This design comes from an exercise in tuning for small area on the open sky130 flow, not from production work.
Where RTL was checked, it was by simulation tests only, not by an equivalence proof against the original.
The RTL of run 1 was laid out without a check of its function.
Power and IR drop assume default switching activity.

`design/flow/run.sh`:
```
#!/bin/bash
# synth_recipe.tcl (not shown) runs the flow's synth.tcl, then flattens the netlist and writes it again
# the make line also repeats each setting of config.mk as NAME=value (left out here)
make -C /OpenROAD-flow-scripts/flow DESIGN_CONFIG=/design/flow/config.mk WORK_HOME=/design/flow/orfs CLKGATE_MAP_FILE= SYNTH_SCRIPT=/design/flow/synth_recipe.tcl finish
```
`design/flow/config.mk`:
```
export PLATFORM = sky130hd
export DESIGN_NAME = regfile_scoreboard
export DESIGN_NICKNAME = regfile_scoreboard
export VERILOG_FILES = /design/flow/design.v
export SDC_FILE = /design/flow/constraint.sdc
export NUM_CORES = 4
export LEC_CHECK = 0
export CAP_MARGIN = 20
export CORE_MARGIN = 2
export CORE_UTILIZATION = 25
export SLEW_MARGIN = 20
export SYNTH_HIERARCHICAL = 1
```
`design/flow/design.v`:
```
module regfile_pending #(
    parameter int ADDR_W   = 5,
    parameter int ZERO_REG = 1
) (
    input  logic                   clock,
    input  logic                   reset_n,
    input  logic [(1<<ADDR_W)-1:0] dec_s1,    
    input  logic [(1<<ADDR_W)-1:0] dec_s2,    
    input  logic [(1<<ADDR_W)-1:0] wr_dec,    
    input  logic                   issue_en,
    input  logic [ADDR_W-1:0]      issue_addr,
    output logic                   stall,
    output logic [(1<<ADDR_W)-1:0] pending
);
    localparam int DEPTH = 1 << ADDR_W;
    logic [DEPTH-1:1] pending_q;
    logic [DEPTH-1:1] hit;
    always_ff @(posedge clock or negedge reset_n) begin
        if (!reset_n) begin
            pending_q <= '0;
        end else begin
            for (int i = 1; i < DEPTH; i++) begin
                if (issue_en && issue_addr == ADDR_W'(i)) begin
                    pending_q[i] <= 1'b1;
                end else if (wr_dec[i]) begin
                    pending_q[i] <= 1'b0;
                end
            end
        end
    end
    always_comb begin
        for (int i = 1; i < DEPTH; i++) begin
            hit[i] = pending_q[i] && !wr_dec[i] && (dec_s1[i] || dec_s2[i]);
        end
        stall = |hit;
    end
    assign pending = {pending_q, 1'b0};
endmodule
module regfile_scoreboard #(
    parameter int DATA_W   = 32,
    parameter int ADDR_W   = 5,
    parameter int ZERO_REG = 1
) (
    input  logic                   clock,
    input  logic                   reset_n,
    input  logic [ADDR_W-1:0]      w_address_s1,
    input  logic [ADDR_W-1:0]      w_address_s2,
    output logic [DATA_W-1:0]      w_data_s1val,
    output logic [DATA_W-1:0]      w_data_s2val,
    input  logic                   w_wr_en,
    input  logic [ADDR_W-1:0]      w_address_d,
    input  logic [DATA_W-1:0]      w_data_dval,
    input  logic                   w_issue_en,
    input  logic [ADDR_W-1:0]      w_issue_addr,
    output logic                   w_stall,
    output logic [(1<<ADDR_W)-1:0] w_pending
);
    localparam int DEPTH = 1 << ADDR_W;
    logic [DATA_W-1:0] regs_q [1:DEPTH-1];
    logic [DEPTH-1:1]  valid_q;
    logic [DEPTH-1:0]  dec_s1, dec_s2, wr_dec;
    logic [DEPTH-1:1]  sel_s1, sel_s2;
    logic              byp_s1, byp_s2;
    always_comb begin
        for (int i = 0; i < DEPTH; i++) begin
            dec_s1[i] = (i != 0) && (w_address_s1 == ADDR_W'(i));
            dec_s2[i] = (i != 0) && (w_address_s2 == ADDR_W'(i));
            wr_dec[i] = (i != 0) && w_wr_en && (w_address_d == ADDR_W'(i));
        end
    end
    regfile_pending #(
        .ADDR_W   (ADDR_W),
        .ZERO_REG (ZERO_REG)
    ) u_pending (
        .clock      (clock),
        .reset_n    (reset_n),
        .dec_s1     (dec_s1),
        .dec_s2     (dec_s2),
        .wr_dec     (wr_dec),
        .issue_en   (w_issue_en),
        .issue_addr (w_issue_addr),
        .stall      (w_stall),
        .pending    (w_pending)
    );
    always_ff @(posedge clock or negedge reset_n) begin
        if (!reset_n) begin
            valid_q <= '0;
        end else begin
            valid_q <= valid_q | wr_dec[DEPTH-1:1];
        end
    end
    always_ff @(posedge clock) begin
        for (int i = 1; i < DEPTH; i++) begin
            if (wr_dec[i]) begin
                regs_q[i] <= w_data_dval;
            end
        end
    end
    always_comb begin
        sel_s1 = dec_s1[DEPTH-1:1] & valid_q & ~wr_dec[DEPTH-1:1];
        sel_s2 = dec_s2[DEPTH-1:1] & valid_q & ~wr_dec[DEPTH-1:1];
        byp_s1 = reset_n && |(dec_s1 & wr_dec);
        byp_s2 = reset_n && |(dec_s2 & wr_dec);
    end
    for (genvar b = 0; b < DATA_W; b++) begin : g_rd
        logic [DEPTH-1:1] col;
        for (genvar i = 1; i < DEPTH; i++) begin : g_col
            assign col[i] = regs_q[i][b];
        end
        regfile_rdbit #(.N(DEPTH)) u_rd1 (
            .sel  ({sel_s1, byp_s1}),
            .data ({col, w_data_dval[b]}),
            .q    (w_data_s1val[b])
        );
        regfile_rdbit #(.N(DEPTH)) u_rd2 (
            .sel  ({sel_s2, byp_s2}),
            .data ({col, w_data_dval[b]}),
            .q    (w_data_s2val[b])
        );
    end
endmodule
module regfile_rdbit #(
    parameter int N = 32
) (
    input  logic [N-1:0] sel,
    input  logic [N-1:0] data,
    output logic         q
);
    localparam int G3 = N / 3;             
    localparam int R  = N - 3 * G3;        
    localparam int G  = G3 + (R != 0);
    logic [G-1:0] grp_n;
    for (genvar g = 0; g < G3; g++) begin : g_grp
        regfile_aoi3 u_aoi (
            .s  (sel[3*g +: 3]),
            .d  (data[3*g +: 3]),
            .qn (grp_n[g])
        );
    end
    if (R != 0) begin : g_rest
        assign grp_n[G-1] = ~|(sel[N-1:3*G3] & data[N-1:3*G3]);
    end
    assign q = ~&grp_n;
endmodule
module regfile_aoi3 (
    input  logic [2:0] s,
    input  logic [2:0] d,
    output logic       qn
);
    assign qn = ~|(s & d);
endmodule
```
`design/flow/constraint.sdc`:
```
create_clock -name core_clock -period 8.0 [get_ports {clock}]
set_input_delay 1.6000 -clock core_clock [delete_from_list [all_inputs] [get_ports {clock}]]
set_output_delay 1.6000 -clock core_clock [all_outputs]
set_load 0.01 [all_outputs]
```
==> impl_metrics.json, run 1 <==
{
  "status": "no timing/DRC/antenna violations",
  "antenna_left": 0,
  "numClockSinks": 1054,
  "postCtsSetupRepairBufs": 0,
  "combPwrFrac_pct": 9.2,
  "cts_resized": 0,
  "die_w_um": 420,
  "max-vdd-ir-drop_uv": 171,
  "period_needed_ns": 7.76,
  "wl_met3_um": 26300,
  "clk_pin_slew_ns": 0.06,
  "cpLargestDelayFamily": "simple AND/OR/NAND/NOR gates",
  "switching_power_mw": 2.82,
  "drt_pass1_iterations": 14,
  "worstHoldEndpoint": "valid_q[25]",
  "drtIter0Drc": 8057,
  "routedWlPerCell_um": 33.9,
  "worstSetupPathType": "in2out",
  "syn_to_final_growth_pct": 20.7,
  "cts_max_level": 3,
  "crit_slowest_cell": "clkdlybuf4s50_1",
  "place_congestion": 0.942,
  "r2r_slack_ns": 7.04,
  "timing.fmax_ghz": 0.129,
  "drc": 0,
  "hold_viol_final": 0,
  "grt_max_degree": 37,
  "dieArea_um2": 176000,
  "fin_util_pct": 30.4,
  "reg2reg_from": "u_pending.pending_q[12]",
  "crit-reg2reg-capture": "u_pending.pending_q[12]",
  "syn-num-nets": 2616,
  "chipHeight_um": 420,
  "pin_count": 153,
  "grt_pass1_vias": 32164,
  "core_um2": 172000,
  "hold_depth": 1,
  "power_density_nw_per_um2": 233,
  "leakage_nw": 16.2,
  "drv_cap": 0,
  "dr.max_layer_used": "met4",
  "grt_pass1_wl_um": 246000,
  "rows": 152,
  "fin_nets": 2978,
  "netlist_area_um2": 43200,
  "ys_warn_count": 9,
  "relSlewSlack_pct": 10.7,
  "required_ns": 6.40,
  "p_int_mw": 9.34,
  "cts_buffer_depth": 3,
  "rsz0062_at_grt": "false",
  "dr_wl_met2_um": 79000,
  "clk_latency_ns": 0.68,
  "finalSetupViolCount": 0,
  "crit_path_end_kind": "output port",
  "cts_made_buffers": 107,
  "period_share_pct": 97.0,
  "avgSynthCellArea_um2": 16.9,
  "wl_met1_um": 65400,
  "critPathMaxStageDelay_ns": 0.81,
  "route.vias.total": 33025,
  "path_cells": "clkdlybuf4s50_1 -> nand4b_1 -> or2_1 -> and3_2 -> a222oi_1 -> nand4_1 -> or4_4 -> clkdlybuf4s50_1",
  "crit_fanout": 32,
  "place_hpwl_um": 105000,
  "hold_path.class": "reg2reg",
  "fillers": 17035,
  "root_buffer": "clkbuf_16",
  "power.share.clock_pct": 39.4,
  "layout-drive-gt1-share_pct": 16.3,
  "skew_ns": 0,
  "start_kind": "input pin",
  "power_switching_share_pct": 23.2,
  "power_frac_seq_pct": 51.4,
  "crit_buf_inv": 2,
  "arrival_ns": 6.16,
  "crit_top_cell": "clkdlybuf4s50_1",
  "holdCritStartpoint": "valid_q[25]",
  "portBuffers": 151,
  "worst-r2r-cell-count": 2,
  "antenna_found_initial": 10,
  "cts_tree": "done",
  "synth_cells": 2560,
  "track_usage_pct": 19.7,
  "tightest_slew_ns": 1.34,
  "cts-hold-fix-buffers": 0,
  "overflow": 0,
  "slew_violations": 0,
  "vias_per_cell": 6.21,
  "fin_setup_tns_ns": 0,
  "start_util_pct": 25.2,
  "routed_wl_um": 180000
}
stage by stage:
step / total power, mW / area [um^2] / setup slack [ns] / hold slack, ns / cells
2_1_floorplan: 6.80 / 43200 / 1.16 / 0.432 / 2560
3_3_place_gp: 7.47 / 48900 / 0.374 / 0.448 / 5123
3_5_place_dp: 7.48 / 48900 / 0.366 / 0.446 / 5123
4_1_cts: 12.2 / 52200 / 0.403 / 0.461 / 5316
5_1_grt: 12.5 / 52100 / 0.158 / 0.478 / 5318
6_report: 12.2 / 52100 / 0.241 / 0.461 / 5318
final cells by class:
| class | count | area, um^2 | share of cell area [%] |
|---|---|---|---|
| diodes | 2 | 5.00 | 0.00960 |
| clock inverters | 51 | 389 | 0.746 |
| well taps | 2310 | 2890 | 5.54 |
| repair buffers | 295 | 2590 | 4.97 |
| multi-input cells | 1436 | 11900 | 22.9 |
| inverters | 28 | 105 | 0.202 |
| flip-flops and latches | 1054 | 31300 | 60.1 |
| clock buffers | 142 | 2890 | 5.55 |
routing by layer:
metal	track usage, %	vias up
met3	5.91	508
li1	-	12934
met5	0	-
met4	9.16	0
met2	30.1	2908
met1	25.6	16675
state kept, by name, summed over array words and instances (netlist names):
register             cells
u_pending.pending_q     31
valid_q                 31
regs_q                 992
layout by cell type, fill, tap and decap left out, types with 16 or more instances in the layout:
| master | n |
|---|---|
| a222oi_1 | 641 |
| a22o_1 | 65 |
| and3_2 | 25 |
| buf_4 | 140 |
| clkbuf_1 | 31 |
| clkbuf_16 | 111 |
| clkdlybuf4s50_1 | 141 |
| clkinv_1 | 27 |
| dfrtp_1 | 62 |
| edfxtp_1 | 992 |
| inv_2 | 17 |
| nand2_1 | 97 |
| nand2b_1 | 32 |
| nand4_1 | 139 |
| nor2_1 | 62 |
| nor2_4 | 16 |
| nor2b_1 | 22 |
| nor3_1 | 24 |
| nor3_2 | 30 |
| o21ai_0 | 33 |
| o21bai_1 | 26 |
| or2_2 | 24 |
| or4_4 | 64 |
power groups by stage:
stage | clock [mW] | sequential [mW] | combinational [mW]
3_3_place_gp | 0 | 6.36 | 1.11
4_1_cts | 4.82 | 6.26 | 1.12
6_report | 4.79 | 6.26 | 1.11
5_1_grt | 5.04 | 6.27 | 1.17
2_1_floorplan | 0 | 6.35 | 0.448
3_5_place_dp | 0 | 6.37 | 1.11
worst reg2reg max path, cell delays in order (launching register included):
cell	delay, ns
dfrtp_1	0.47
nor2b_1	0.19
o21bai_1	0.19
how the worst max path moves through the flow:
stage	start	end	slack, ns	cells past startpoint
final	w_wr_en	w_data_s1val[7]	0.24	8
after global routing	w_address_d[3]	w_data_s2val[2]	0.16	11
after CTS	w_address_d[3]	w_data_s2val[1]	0.40	11
after detailed placement	w_address_d[3]	w_data_s2val[24]	0.37	11
after global placement	w_address_d[3]	w_data_s2val[3]	0.37	11
after floorplan	w_address_d[2]	w_data_s2val[0]	1.16	11
==> run 2, diff against run 1 <==
--- a/design/flow/design.v
+++ b/design/flow/design.v
@@ -109,3 +109,3 @@
         end
-        regfile_rdbit #(.N(DEPTH)) u_rd1 (
+        regfile_rdbit u_rd1 (
             .sel  ({sel_s1, byp_s1}),
@@ -114,3 +114,3 @@
         );
-        regfile_rdbit #(.N(DEPTH)) u_rd2 (
+        regfile_rdbit u_rd2 (
             .sel  ({sel_s2, byp_s2}),
@@ -121,14 +121,10 @@
 endmodule
-module regfile_rdbit #(
-    parameter int N = 32
-) (
-    input  logic [N-1:0] sel,
-    input  logic [N-1:0] data,
-    output logic         q
+module regfile_rdbit (
+    input  logic [31:0] sel,
+    input  logic [31:0] data,
+    output logic        q
 );
-    localparam int G3 = N / 3;             
-    localparam int R  = N - 3 * G3;        
-    localparam int G  = G3 + (R != 0);
-    logic [G-1:0] grp_n;
-    for (genvar g = 0; g < G3; g++) begin : g_grp
+    logic [10:0] grp_n;
+    logic [2:0]  part;
+    for (genvar g = 0; g < 10; g++) begin : g_grp
         regfile_aoi3 u_aoi (
@@ -139,6 +135,11 @@
     end
-    if (R != 0) begin : g_rest
-        assign grp_n[G-1] = ~|(sel[N-1:3*G3] & data[N-1:3*G3]);
-    end
-    assign q = ~&grp_n;
+    regfile_aoi2 u_aoi_last (
+        .s  (sel[31:30]),
+        .d  (data[31:30]),
+        .qn (grp_n[10])
+    );
+    regfile_nand4 u_nand_0 (.a (grp_n[3:0]),  .y (part[0]));
+    regfile_nand4 u_nand_1 (.a (grp_n[7:4]),  .y (part[1]));
+    regfile_nand3 u_nand_2 (.a (grp_n[10:8]), .y (part[2]));
+    regfile_or3   u_or     (.a (part),        .y (q));
 endmodule
@@ -151 +152,26 @@
 endmodule
+module regfile_aoi2 (
+    input  logic [1:0] s,
+    input  logic [1:0] d,
+    output logic       qn
+);
+    assign qn = ~|(s & d);
+endmodule
+module regfile_nand4 (
+    input  logic [3:0] a,
+    output logic       y
+);
+    assign y = ~&a;
+endmodule
+module regfile_nand3 (
+    input  logic [2:0] a,
+    output logic       y
+);
+    assign y = ~&a;
+endmodule
+module regfile_or3 (
+    input  logic [2:0] a,
+    output logic       y
+);
+    assign y = |a;
+endmodule
==> design/flow/flow/run.sh (new file) <==
#!/bin/bash
# Own flow: the standard ORFS layout (standard.sh, unchanged synthesis)
# with these changes:
#  - port buffers are buf_1 instead of the default delay buffer;
#  - before repair_design, combinational cells are set to the smallest size
#    of their family (flow/downsize.tcl), so repair sizes up only where needed;
#  - CTS uses clkbuf_8 with smaller clusters and no dummy loads;
#  - power recovery (downsizing of non-critical gates) after global routing.
# Each ORFS step writes its full log under orfs/logs/; standard.sh's own
# output goes to standard.log here.
set -euo pipefail
here=$(pwd)
export BUFFER_PORTS_ARGS="-buffer_cell sky130_fd_sc_hd__buf_1"
export PRE_RESIZE_TCL="$here/flow/downsize.tcl"
export CTS_ARGS="-sink_clustering_enable -repair_clock_nets -dont_use_dummy_load -buf_list sky130_fd_sc_hd__clkbuf_8 -sink_clustering_size 16 -sink_clustering_max_diameter 50"
export RECOVER_POWER=100
bash standard.sh > "$here/standard.log" 2>&1
==> design/flow/flow/downsize.tcl (new file) <==
# Hooked in before repair_design (PRE_RESIZE_TCL): set every combinational
# cell to the smallest-area cell of its family (same function, e.g.
# a22oi_2 -> a22oi_1). repair_design and repair_timing then size up only
# the cells that slew, capacitance or timing need. Flip-flops, clock cells
# and tap cells are left alone.
set family_min [dict create]
set masters {}
foreach db_lib [[ord::get_db] getLibs] { lappend masters {*}[$db_lib getMasters] }
foreach m $masters {
  set n [$m getName]
  if {![regexp {^(sky130_fd_sc_hd__[a-z0-9]+)_([0-9]+)$} $n -> fam drv]} { continue }
  set lc [get_lib_cells -quiet */$n]
  if {$lc == ""} { continue }
  if {[get_property $lc dont_use]} { continue }
  set a [expr {[$m getWidth] * [$m getHeight]}]
  if {![dict exists $family_min $fam] || $a < [lindex [dict get $family_min $fam] 1]} {
    dict set family_min $fam [list $n $a]
  }
}
set skip {^sky130_fd_sc_hd__(df|edf|sdf|dl|clk|tap|fill|decap|conb|diode|buf_|bufbuf|bufinv|lpflow|probe)}
set n_resized 0
foreach inst [[ord::get_db_block] getInsts] {
  set m [$inst getMaster]
  set n [$m getName]
  if {[regexp $skip $n]} { continue }
  if {![regexp {^(sky130_fd_sc_hd__[a-z0-9]+)_([0-9]+)$} $n -> fam drv]} { continue }
  if {![dict exists $family_min $fam]} { continue }
  set target [lindex [dict get $family_min $fam] 0]
  if {$target ne $n} {
    replace_cell [$inst getName] $target
    incr n_resized
  }
}
puts "downsize.tcl: resized $n_resized instances to the smallest cell of their family"
==> design/flow/standard.sh (new file) <==
#!/bin/bash
# synth_recipe.tcl (not shown) runs the flow's synth.tcl, then flattens the netlist and writes it again
# the make line also repeats each setting of config.mk as NAME=value (left out here)
make -C /OpenROAD-flow-scripts/flow DESIGN_CONFIG=/design/flow/config.mk WORK_HOME=/design/flow/orfs CLKGATE_MAP_FILE= SYNTH_SCRIPT=/design/flow/synth_recipe.tcl "${@:-finish}"
removed: design/flow/run.sh
==> impl_metrics.json, run 2 <==
{
  "hold_path.class": "reg2reg",
  "routedWlPerCell_um": 35.7,
  "portBuffers": 151,
  "period_share_pct": 94.9,
  "pin_count": 153,
  "drc": 0,
  "timing.fmax_ghz": 0.132,
  "max-vdd-ir-drop_uv": 99.9,
  "vias_per_cell": 6.34,
  "start_util_pct": 25.2,
  "core_um2": 172000,
  "cts_tree": "done",
  "required_ns": 6.40,
  "combPwrFrac_pct": 9.2,
  "clk_latency_ns": 0.75,
  "cts_buffer_depth": 3,
  "fillers": 17332,
  "dieArea_um2": 176000,
  "drv_cap": 41,
  "route.vias.total": 33261,
  "critPathMaxStageDelay_ns": 0.58,
  "arrival_ns": 5.99,
  "largest_register": "regs_q",
  "start_kind": "input pin",
  "skew_ns": 0,
  "final_common_cell": "edfxtp_1",
  "crit_path_end_kind": "output port",
  "fin_setup_tns_ns": 0,
  "worstSetupPathType": "in2out",
  "root_buffer": "clkbuf_8",
  "routed_wl_um": 187000,
  "power_switching_share_pct": 25.0,
  "hold_viol_final": 0,
  "netlist_area_um2": 43200,
  "cts_max_level": 3,
  "numClockSinks": 1054,
  "so_faults": "max-capacitance violations, max-slew violations",
  "rsz0062_at_grt": "false",
  "grt_pass1_vias": 32849,
  "track_usage_pct": 20.5,
  "chipHeight_um": 420,
  "cts-hold-fix-buffers": 0,
  "grt_pass1_wl_um": 253000,
  "drtIter0Drc": 7786,
  "drt_pass1_iterations": 11,
  "synth_cells": 2560,
  "relSlewSlack_pct": -181,
  "layout-drive-gt1-share_pct": 7.51,
  "crit_top_cell": "clkbuf_1",
  "largest_reg_flops": 992,
  "antenna_left": 0,
  "cts_resized": 0,
  "leakage_nw": 14.6,
  "power.share.clock_pct": 27.2,
  "fin_nets": 2988,
  "status": "complete, but fails checks",
  "postCtsSetupRepairBufs": 0,
  "clk_pin_slew_ns": 0.06,
  "slew_violations": 1384,
  "period_needed_ns": 7.59,
  "syn_to_final_growth_pct": 12.6,
  "reg.largest.list": "regs_q (992), u_pending.pending_q (31), valid_q (31)",
  "tightest_slew_ns": 4.22,
  "crit_slowest_cell": "o41a_1",
  "r2r_slack_ns": 7.01,
  "path_cells": "clkbuf_1 -> nand2_1 -> clkbuf_1 -> or2_0 -> o22ai_1 -> a2111o_1 -> o41a_1 -> buf_12 -> a222oi_1 -> nand4_1 -> or3_1 -> buf_1",
  "switching_power_mw": 2.45,
  "avgSynthCellArea_um2": 16.9,
  "crit_fanout": 25,
  "grt_max_degree": 41,
  "finalSetupViolCount": 0,
  "die_w_um": 420,
  "rows": 152,
  "antenna_found_initial": 15,
  "overflow": 0,
  "power_density_nw_per_um2": 202,
  "syn-num-nets": 2616,
  "fin_cells": 5246,
  "ys_warn_count": 9,
  "place_hpwl_um": 109000,
  "final_cell_mix": "992 x edfxtp_1, 641 x a222oi_1, 139 x nand4_1, 138 x buf_1, 96 x buf_4",
  "cts_made_buffers": 85,
  "power_frac_seq_pct": 63.6,
  "p_int_mw": 7.37,
  "place_congestion": 0.950,
  "placedCellCount": 5155
}
-- run 2: per-layer routing --
layer / vias to the layer above / track usage [%] / share of wire [%]
met3: 783 / 6.14 / 13
met2: 3001 / 33.1 / 46
li1: 12832 / - / -
met1: 16619 / 22.8 / 32
met4: 26 / 15.2 / 8.6
met5: - / 0 / 0.082
-- run 2: final cells by class --
cell class                      instances  area, um^2  area share [%]
Timing Repair Buffer                  327        1940            3.99
Multi-Input combinational cell       1436       11200            23.0
Sequential cell                      1054       31300            64.4
Clock buffer                           85        1170            2.40
Inverter                               28         105           0.216
Tap cell                             2310        2890            5.94
Antenna cell                            6        15.0          0.0309
-- run 2: final timing paths --
check / from / endpoint / depth (start not counted)
setup reg to reg: u_pending.pending_q[23] / u_pending.pending_q[23] / 2
min in group asynchronous: reset_n / valid_q[7] / 1
hold / removal: valid_q[8] / valid_q[8] / 1
setup / recovery: w_address_d[4] / w_data_s1val[24] / 12
max in group asynchronous: reset_n / u_pending.pending_q[23] / 2
hold reg to reg: valid_q[8] / valid_q[8] / 1
-- run 2: through the flow --
step           worst slack [ns]  total power [mW]  hold WS (ns)  area (um^2)  util [%]
2_1_floorplan             0.600              6.75         0.432        43200         -
6_report                  0.405              9.82         0.475        48700      28.4
3_5_place_dp              0.626              7.25         0.452        47700      27.8
3_3_place_gp              0.932              7.27         0.450        48000      28.0
4_1_cts                   0.617              9.81         0.480        48900      28.5
5_1_grt                   0.370              10.1         0.497        48600      28.4
-- run 2: power by group through the flow --
stage | sequential, mW | combinational (mW) | clock (mW)
finish | 6.25 | 0.899 | 2.68
floorplan | 6.35 | 0.400 | 0
detailed placement | 6.36 | 0.889 | 0
global route | 6.26 | 0.934 | 2.86
global placement | 6.36 | 0.912 | 0
CTS | 6.24 | 0.892 | 2.68
-- run 2: worst max-delay path: cells and delay by family --
family | cells | cell delay [ns]
compound gates | 4 | 1.63
buf+inv | 4 | 1.11
simple gates | 4 | 1.56

## what the ideal ports hide
No port has a modelled driver above. Below, the same layouts with a new extraction and two added sets of constraints.
Step 1 (the two cells are an assumption about what drives the block):
set clk [get_ports {clock}]
set_driving_cell -lib_cell sky130_fd_sc_hd__clkbuf_16 $clk
set_driving_cell -lib_cell sky130_fd_sc_hd__buf_2 [delete_from_list [all_inputs] $clk]
Step 2 also shifts input and output timing later by t, the mid clock arrival at the registers, as if the neighbouring blocks saw the same clock.
Three values: ideal, step 1, step 2; two values: the first two.
run	t, ns	setup slack, ns	slew at the worst register clock pin (ns)	worst slew at a driven data input, ns
run 1	0.746	0.241 / 0.200 / 0.200	0.06 / 0.06	0.22
run 2	0.848	0.405 / 0.385 / 0.385	0.11 / 0.11	0.21
The setup slack of run 1, which loses most, moves by -0.041 ns with the drivers and by -0.041 ns with both steps.
